Context: an optimization exercise on an open-source flow, tuned for small area, a short achievable clock period and few clock cycles. The choices shown serve that exercise and are no tape-out recipe. RTL that was checked went through simulation tests only; none was proved equivalent to the original. No activity file was given, so power comes from the tool's default toggle rates.

==> module fpu, before the edit <==
module fpu (
	input  logic        CLK,
	input  logic [31:0] a,
	input  logic [31:0] b,
	input  logic        is_sub,
	input  logic [8:0]  dab,       
	input  logic        za,        
	input  logic        zb,        
	input  logic [7:0]  b_next,    
	input  logic [2:0]  mul_it,    
	output logic [31:0] add_y,     
	output logic [31:0] mul_y      
);
	logic [23:0] r1_d;
	logic        psel_d, sub_d, sign_d;
	logic [23:0] r1;
	logic        r1_psel, r1_sub, r1_sign;
	logic [24:0] sum_d;
	logic [24:0] r2;
	logic [8:0]  r2_be1;
	logic        r2_sign;
	fadd_align fadd_align_inst (
		.a      (a),
		.b      (b),
		.is_sub (is_sub),
		.dab    (dab),
		.za     (za),
		.zb     (zb),
		.q      (r1_d),
		.psel   (psel_d),
		.sub    (sub_d),
		.sign   (sign_d)
	);
	always_ff @(posedge CLK) begin
		r1      <= r1_d;
		r1_psel <= psel_d;
		r1_sub  <= sub_d;
		r1_sign <= sign_d;
	end
	fadd_add fadd_add_inst (
		.fa   (a[22:0]),
		.fb   (b[22:0]),
		.q    (r1),
		.psel (r1_psel),
		.sub  (r1_sub),
		.sum  (sum_d)
	);
	always_ff @(posedge CLK) begin
		r2      <= sum_d;
		r2_be1  <= {1'b0, (r1_psel ? a[30:23] : b[30:23])} + 9'd1;
		r2_sign <= r1_sign;
	end
	fadd_pack fadd_pack_inst (
		.sum  (r2),
		.be1  (r2_be1),
		.sign (r2_sign),
		.y    (add_y)
	);
	function automatic logic [12:0] booth8(input logic [7:0] c);
		logic [8:0] x;
		x = {c, 1'b0};
		for (int i = 0; i < 4; i++) begin
			booth8[3*i]     = x[2*i+1] ^ x[2*i];
			booth8[3*i + 1] = (x[2*i+2] & ~x[2*i+1] & ~x[2*i]) | (~x[2*i+2] & x[2*i+1] & x[2*i]);
			booth8[3*i + 2] = x[2*i+2];
		end
		booth8[12] = c[7];
	endfunction
	logic [12:0] dig;
	always_ff @(posedge CLK) begin
		if (mul_it[0])      dig <= booth8(b[15:8]);
		else if (mul_it[1]) dig <= booth8({1'b1, b[22:16]});
		else                dig <= booth8(b_next);
	end
	logic [24:0] ms, mc;
	logic [7:0]  ls, lc;
	logic [32:0] acc_s, acc_c;
	fmul_step fmul_step_inst (
		.ma    ({1'b1, a[22:0]}),
		.dig   (dig),
		.s_in  (mul_it[0] ? 25'd0 : ms),
		.c_in  (mul_it[0] ? 25'd0 : mc),
		.last  (mul_it[2]),
		.acc_s (acc_s),
		.acc_c (acc_c)
	);
	always_ff @(posedge CLK) begin
		ms <= acc_s[32:8];
		mc <= acc_c[32:8];
		ls <= acc_s[7:0];
		lc <= acc_c[7:0];
	end
	logic [8:0] lo_sum;
	logic       cy;
	assign lo_sum = {1'b0, ls} + {1'b0, lc} + {8'd0, cy & mul_it[2]};
	always_ff @(posedge CLK) begin
		cy <= lo_sum[8];
	end
	logic [9:0] e0, e1;
	logic [7:0] me0, me1;
	logic       mz0, mz1;
	assign e0 = {2'b00, a[30:23]} + {2'b00, b[30:23]} - 10'd127;
	assign e1 = {2'b00, a[30:23]} + {2'b00, b[30:23]} - 10'd126;
	always_ff @(posedge CLK) begin
		me0 <= e0[7:0];
		me1 <= e1[7:0];
		mz0 <= (a[30:23] == 8'd0) | (b[30:23] == 8'd0) | e0[9] | (e0 == 10'd0);
		mz1 <= (a[30:23] == 8'd0) | (b[30:23] == 8'd0) | e1[9] | (e1 == 10'd0);
	end
	fmul_pack fmul_pack_inst (
		.s    ({ms, ls}),
		.c    ({mc, lc}),
		.cy   (cy),
		.sign (a[31] ^ b[31]),
		.me0  (me0),
		.me1  (me1),
		.mz0  (mz0),
		.mz1  (mz1),
		.y    (mul_y)
	);
endmodule
==> module fadd_add, before the edit <==
module fadd_add (
	input  logic [22:0] fa,
	input  logic [22:0] fb,
	input  logic [23:0] q,
	input  logic        psel,
	input  logic        sub,
	output logic [24:0] sum
);
	assign sum = {2'b01, (psel ? fa : fb)} + {sub, q} + {24'd0, sub};
endmodule
==> module fadd_pack, before the edit <==
module fadd_pack (
	input  logic [24:0] sum,
	input  logic [8:0]  be1,       
	input  logic        sign,
	output logic [31:0] y
);
	function automatic logic [4:0] lzc25(input logic [24:0] v);
		logic [31:0] x;
		logic        z16, z8, z4, z2;
		logic [15:0] h16;
		logic [7:0]  h8;
		logic [3:0]  h4;
		logic [1:0]  h2;
		x     = {v, 1'b1, 6'd0};
		z16   = (x[31:16] == 16'd0);
		h16   = z16 ? x[15:0] : x[31:16];
		z8    = (h16[15:8] == 8'd0);
		h8    = z8 ? h16[7:0] : h16[15:8];
		z4    = (h8[7:4] == 4'd0);
		h4    = z4 ? h8[3:0] : h8[7:4];
		z2    = (h4[3:2] == 2'd0);
		h2    = z2 ? h4[1:0] : h4[3:2];
		lzc25 = {z16, z8, z4, z2, ~h2[1]};
	endfunction
	logic [4:0]  lz;
	logic [24:0] nm;
	logic [7:0]  n_exp;
	logic [24:0] low_mask;
	logic        n_zero;
	assign lz       = lzc25(sum);
	assign nm       = sum << lz;
	assign n_exp    = be1[7:0] - {3'd0, lz};
	assign low_mask = (be1 >= 9'd25) ? 25'd0 : (25'h1ffffff >> be1);
	assign n_zero   = ((sum & ~low_mask) == 25'd0);
	assign y        = n_zero ? 32'd0 : {sign, n_exp, nm[23:1]};
endmodule
export LEC_CHECK = 0
export ABC_CLOCK_PERIOD_IN_PS = 3000
export CAP_MARGIN = 20
export CORE_MARGIN = 2
export CORE_UTILIZATION = 70
export SETUP_SLACK_MARGIN = 5
export SLEW_MARGIN = 20
export SYNTH_HIERARCHICAL = 1
export SYNTH_MINIMUM_KEEP_SIZE = 0
create_clock -name core_clock -period 10.0 [get_ports {CLK}]
standard.sh (not shown) runs the stock make flow with config.mk's settings and CLKGATE_MAP_FILE= SYNTH_SCRIPT=/design/flow/synth_recipe.tcl, a recipe that flattens the netlist after the stock synthesis.
==> flow/flow/run.sh <==
#!/bin/bash
# The standard flow's own layout (standard.sh) with two changes: the repair steps aim for a
# 6 ns setup margin instead of 5, and the port buffers are buf_2 cells.
set -euo pipefail
s=$(cat standard.sh)
s=${s//SETUP_SLACK_MARGIN=5/SETUP_SLACK_MARGIN=6}
s=${s//'"${@:-finish}"'/'"BUFFER_PORTS_ARGS=-buffer_cell sky130_fd_sc_hd__buf_2" "${@:-finish}"'}
printf '%s\n' "$s" > own_standard.sh
bash own_standard.sh > layout.log 2>&1
Change:
--- a/flow/design.v
+++ b/flow/design.v
@@ -179,26 +179,31 @@
 		r1      <= r1_d;
 		r1_psel <= psel_d;
 		r1_sub  <= sub_d;
 		r1_sign <= sign_d;
 	end
+	logic [4:0] lz_d;
+	logic [4:0] r2_lz;
 	fadd_add fadd_add_inst (
 		.fa   (a[22:0]),
 		.fb   (b[22:0]),
 		.q    (r1),
 		.psel (r1_psel),
 		.sub  (r1_sub),
-		.sum  (sum_d)
+		.sum  (sum_d),
+		.lz   (lz_d)
 	);
 	always_ff @(posedge CLK) begin
 		r2      <= sum_d;
+		r2_lz   <= lz_d;
 		r2_be1  <= {1'b0, (r1_psel ? a[30:23] : b[30:23])} + 9'd1;
 		r2_sign <= r1_sign;
 	end
 	fadd_pack fadd_pack_inst (
 		.sum  (r2),
 		.be1  (r2_be1),
+		.lz   (r2_lz),
 		.sign (r2_sign),
 		.y    (add_y)
 	);
 	function automatic logic [12:0] booth8(input logic [7:0] c);
 		logic [8:0] x;
@@ -301,19 +306,12 @@
 	input  logic [22:0] fa,
 	input  logic [22:0] fb,
 	input  logic [23:0] q,
 	input  logic        psel,
 	input  logic        sub,
-	output logic [24:0] sum
-);
-	assign sum = {2'b01, (psel ? fa : fb)} + {sub, q} + {24'd0, sub};
-endmodule
-module fadd_pack (
-	input  logic [24:0] sum,
-	input  logic [8:0]  be1,       
-	input  logic        sign,
-	output logic [31:0] y
+	output logic [24:0] sum,
+	output logic [4:0]  lz
 );
 	function automatic logic [4:0] lzc25(input logic [24:0] v);
 		logic [31:0] x;
 		logic        z16, z8, z4, z2;
 		logic [15:0] h16;
@@ -329,21 +327,37 @@
 		h4    = z4 ? h8[3:0] : h8[7:4];
 		z2    = (h4[3:2] == 2'd0);
 		h2    = z2 ? h4[1:0] : h4[3:2];
 		lzc25 = {z16, z8, z4, z2, ~h2[1]};
 	endfunction
-	logic [4:0]  lz;
+	logic [24:0] pa, qa, f;
+	assign pa  = {2'b01, (psel ? fa : fb)};
+	assign qa  = {1'b0, q ^ {24{sub}}};
+	assign sum = pa + {sub, q} + {24'd0, sub};
+	assign f   = (pa ^ qa) & {(pa[23:0] | ~qa[23:0]), 1'b1};
+	assign lz  = sub ? lzc25(f) : 5'd0;
+endmodule
+module fadd_pack (
+	input  logic [24:0] sum,
+	input  logic [8:0]  be1,       
+	input  logic [4:0]  lz,        
+	input  logic        sign,
+	output logic [31:0] y
+);
 	logic [24:0] nm;
-	logic [7:0]  n_exp;
+	logic        one_more;
+	logic [7:0]  e0, e1;
 	logic [24:0] low_mask;
 	logic        n_zero;
-	assign lz       = lzc25(sum);
 	assign nm       = sum << lz;
-	assign n_exp    = be1[7:0] - {3'd0, lz};
+	assign one_more = ~nm[24];
+	assign e0       = be1[7:0] - {3'd0, lz};
+	assign e1       = be1[7:0] - {3'd0, lz} - 8'd1;
 	assign low_mask = (be1 >= 9'd25) ? 25'd0 : (25'h1ffffff >> be1);
 	assign n_zero   = ((sum & ~low_mask) == 25'd0);
-	assign y        = n_zero ? 32'd0 : {sign, n_exp, nm[23:1]};
+	assign y        = n_zero ? 32'd0 :
+	                  one_more ? {sign, e1, nm[22:0]} : {sign, e0, nm[23:1]};
 endmodule
 module fmul_step (
 	input  logic [23:0] ma,
 	input  logic [12:0] dig,
 	input  logic [24:0] s_in,
=> Hold slack gets worse by 0.0063 ns. Register-to-register slack gets better by 0.21 ns. Fmax increases by a few percent. Count of clock-buffer cells in the layout increases by 7. Routed wire length increases by a few percent. Design area increases slightly. Combinational power increases by a few percent. Setup slack gets better by 0.21 ns. Total power increases slightly. Synthesized area increases by a few percent. First-iteration DRC count decreases slightly.
Testbench counts after the change, summed over its fixed seeds: cycles 11,756.
The RTL of the first run of this note was laid out without a check of its function.

[re-timing with driven ports]
Ports are ideal in the flow. The routed layouts listed here were re-timed in OpenROAD.
Step 1 (the two cells are an assumption about what drives the block):
set clk [get_ports {CLK}]
set_driving_cell -lib_cell sky130_fd_sc_hd__clkbuf_16 $clk
set_driving_cell -lib_cell sky130_fd_sc_hd__buf_2 [delete_from_list [all_inputs] $clk]
Step 2 also shifts input and output timing later by t, the mid clock arrival at the registers, as if the neighbouring blocks saw the same clock.
Three values: ideal ports, drivers, drivers and shift; two values: the first two.
run	t, ns	setup WS [ns]	worst slew at a driven data input, ns
the first run	0.691	5.888 / 5.888 / 5.523	0.08
the second run	0.693	6.096 / 6.096 / 5.451	0.13
After both steps every run listed still meets setup and hold. The setup slack of the second run, which loses most, moves by 0.000 ns with the drivers and by -0.645 ns with both steps.
